Context: an optimization exercise on an open-source flow, tuned for small area and a short achievable clock period. The choices shown serve that exercise and are no tape-out recipe. Function was checked by simulation only, so behaviour that the tests miss may differ from the original. Power and IR drop assume default switching activity.

## build 7
Design exmem_stage_task3, start of the top module:
module exmem_stage_task3 #(
    parameter int XLEN = 64,
    parameter int RW   = 5
) (
    input  logic            clk,
    input  logic            reset,
    input  logic [XLEN-1:0] a,
    input  logic [XLEN-1:0] readdata1,
    input  logic [XLEN-1:0] readdata2,
    input  logic [XLEN-1:0] imm_data,
    input  logic [RW-1:0]   rs1,
    input  logic [RW-1:0]   rs2,
    input  logic [RW-1:0]   rd,
    input  logic [3:0]      funct4,
    input  logic            Branch,
    input  logic            Memread,
    input  logic            Memtoreg,
    input  logic            Memwrite,
    input  logic            Regwrite,
    input  logic            Alusrc,
    input  logic [1:0]      aluop,
    input  logic            hold,
    input  logic            flush,
    input  logic [RW-1:0]   memwb_rd,
    input  logic            memwb_regwrite,
    input  logic [XLEN-1:0] memwb_wdata,
    output logic [XLEN-1:0] branch_target,
    output logic [XLEN-1:0] alu_result,
    output logic [XLEN-1:0] write_data,
    output logic            zero,
    output logic [RW-1:0]   rd_out,
    output logic            Branch_o,
    output logic            Memread_o,
    output logic            Memtoreg_o,
    output logic            Memwrite_o,
    output logic            Regwrite_o,
    output logic            pc_src
);
export LEC_CHECK = 0
export ABC_AREA = 1
export CAP_MARGIN = 20
export CORE_MARGIN = 2
export CORE_UTILIZATION = 45
export CTS_BUF_LIST = sky130_fd_sc_hd__clkbuf_8
export SETUP_SLACK_MARGIN = 4
export SLEW_MARGIN = 20
export TNS_END_PERCENT = 10
create_clock -name core_clock -period 10.0 [get_ports {clk}]
standard.sh (not shown) runs the stock make flow with config.mk's settings and CLKGATE_MAP_FILE= SYNTH_SCRIPT=/design/flow/synth_recipe.tcl, a recipe that flattens the netlist after the stock synthesis.
==> flow/flow/run.sh <==
#!/bin/bash
set -euo pipefail
export BUFFER_PORTS_ARGS="-buffer_cell sky130_fd_sc_hd__buf_1"
bash standard.sh finish > standard_make.log 2>&1
Edits applied to the flow inputs when going from build 7 to build 70:
Settings: TNS_END_PERCENT removed (was 10); SETUP_SLACK_MARGIN changed from 4 to 5.
==> comparison <==
Build 70 finished every stage and its layout cleared the timing, DRC and antenna checks. Going from build 7 to build 70, initial antenna violation count grows by 12. Total routed wirelength ends up lower on build 7. Combinational power in build 70 is 15% above build 7. The combined global-route utilization of all metal layers of build 70 exceeds that of build 7 by 2.8 points. Build 7 has lower non-clock buffer count than build 70.
Modified inputs, build 76 compared to build 70
Settings: SLEW_MARGIN changed from 20 to 10; SETUP_SLACK_MARGIN changed from 5 to 4; CAP_MARGIN changed from 20 to 10.
==> comparison <==
Share of the final layout cell area in multi-input gates: lower on build 70. Sort build 70 and build 76 by cell count, ascending, and build 76 comes first. The amount of wire on met2 after detailed routing in build 76 was lower than what build 70 gave. Compared with build 70, build 76 degrades minimum clock period. When build 76 is measured against build 70, its register-to-register slack turns out 0.35 ns higher. Sort build 70 and build 76 by cell area reported after detailed placement, ascending, and build 76 comes first. Global-route met1 utilization (lower): build 76. Diff build 70 -> build 76: global-route usage went down by 3.2 points; overall power consumption went down by about 8%. Looking at build 70 and build 76, the power of the sequential group is a wash. Going from build 70 to build 76, the post-route worst setup slack was found to have gone down by 0.15 ns.
Relative to build 76, the following input files were edited for build 28:
Settings: swapping 4 for 4.5 in SETUP_SLACK_MARGIN; swapping 10 for 20 in SLEW_MARGIN; swapping 10 for 20 in CAP_MARGIN; clearing CTS_BUF_LIST, which used to be sky130_fd_sc_hd__clkbuf_8.
## What came out
Comparing clock-net power for build 76 and build 28, the bigger number came from build 28.
Compared with build 76, in build 28 total non-filler cell area in the finished layout went up by about 8%; minimum clock period went down by 0.24 ns.
On total number of vias: between build 76 and build 28, it ends up lower for build 76.
Relative to build 76, post-cts resize count increased by 118 in build 28.

---

Another version of the RTL of exmem_stage_task3 (not shown whole).
For scale: about 4000 cells after synthesis, roughly 560 I/O pins.
export LEC_CHECK = 0
export CAP_MARGIN = 20
export CORE_MARGIN = 2
export CORE_UTILIZATION = 50
export SETUP_SLACK_MARGIN = 3
export SLEW_MARGIN = 20
create_clock -name core_clock -period 10.0 [get_ports {clk}]
Scripts as last shown in full above: flow/flow/run.sh
The starting point went through all stages and came out clean.
Change:
--- a/flow/config.mk
+++ b/flow/config.mk
@@ -10,3 +10,3 @@
 export CORE_UTILIZATION = 50
-export SETUP_SLACK_MARGIN = 3
+export SETUP_SLACK_MARGIN = 4
 export SLEW_MARGIN = 20
- clock-buffer cell count shrinks by 4
- combinational power came out higher by about 6%
- non-clock buffer count goes up by 51
- sequential power hardly moves

what the ideal ports hide:
Ports are ideal in the flow. The routed layouts listed here were re-timed in OpenROAD. Step 1: set_driving_cell puts a clkbuf_16 on clk and a buf_2 on each other input, an assumption about the parent block. Step 2 also shifts input and output timing later by t, the mid clock arrival at the registers, as if the neighbouring blocks saw the same clock. Three values: ideal, step 1, step 2; two values: the first two.
| run | t, ns | setup WS [ns] | clock arrival spread, ns |
|---|---|---|---|
| build 7 | 0.702 | 4.074 / 4.109 / 3.407 | 0.030 / 0.029 |
| build 70 | 0.742 | 4.182 / 4.193 / 3.450 | 0.020 / 0.021 |
| build 76 | 0.717 | 4.028 / 3.965 / 3.456 | 0.058 / 0.058 |
| build 28 | 0.699 | 4.265 / 4.293 / 3.594 | 0.030 / 0.030 |
| the first run of note 2 | 0.694 | 2.722 / 2.749 / 2.055 | 0.022 / 0.022 |
| the second run of note 2 | 0.684 | 2.590 / 2.634 / 1.950 | 0.044 / 0.044 |
After both steps every run listed still meets setup and hold. For build 70, which loses most, drivers alone change the setup slack by +0.011 ns; drivers and shift together by -0.732 ns.
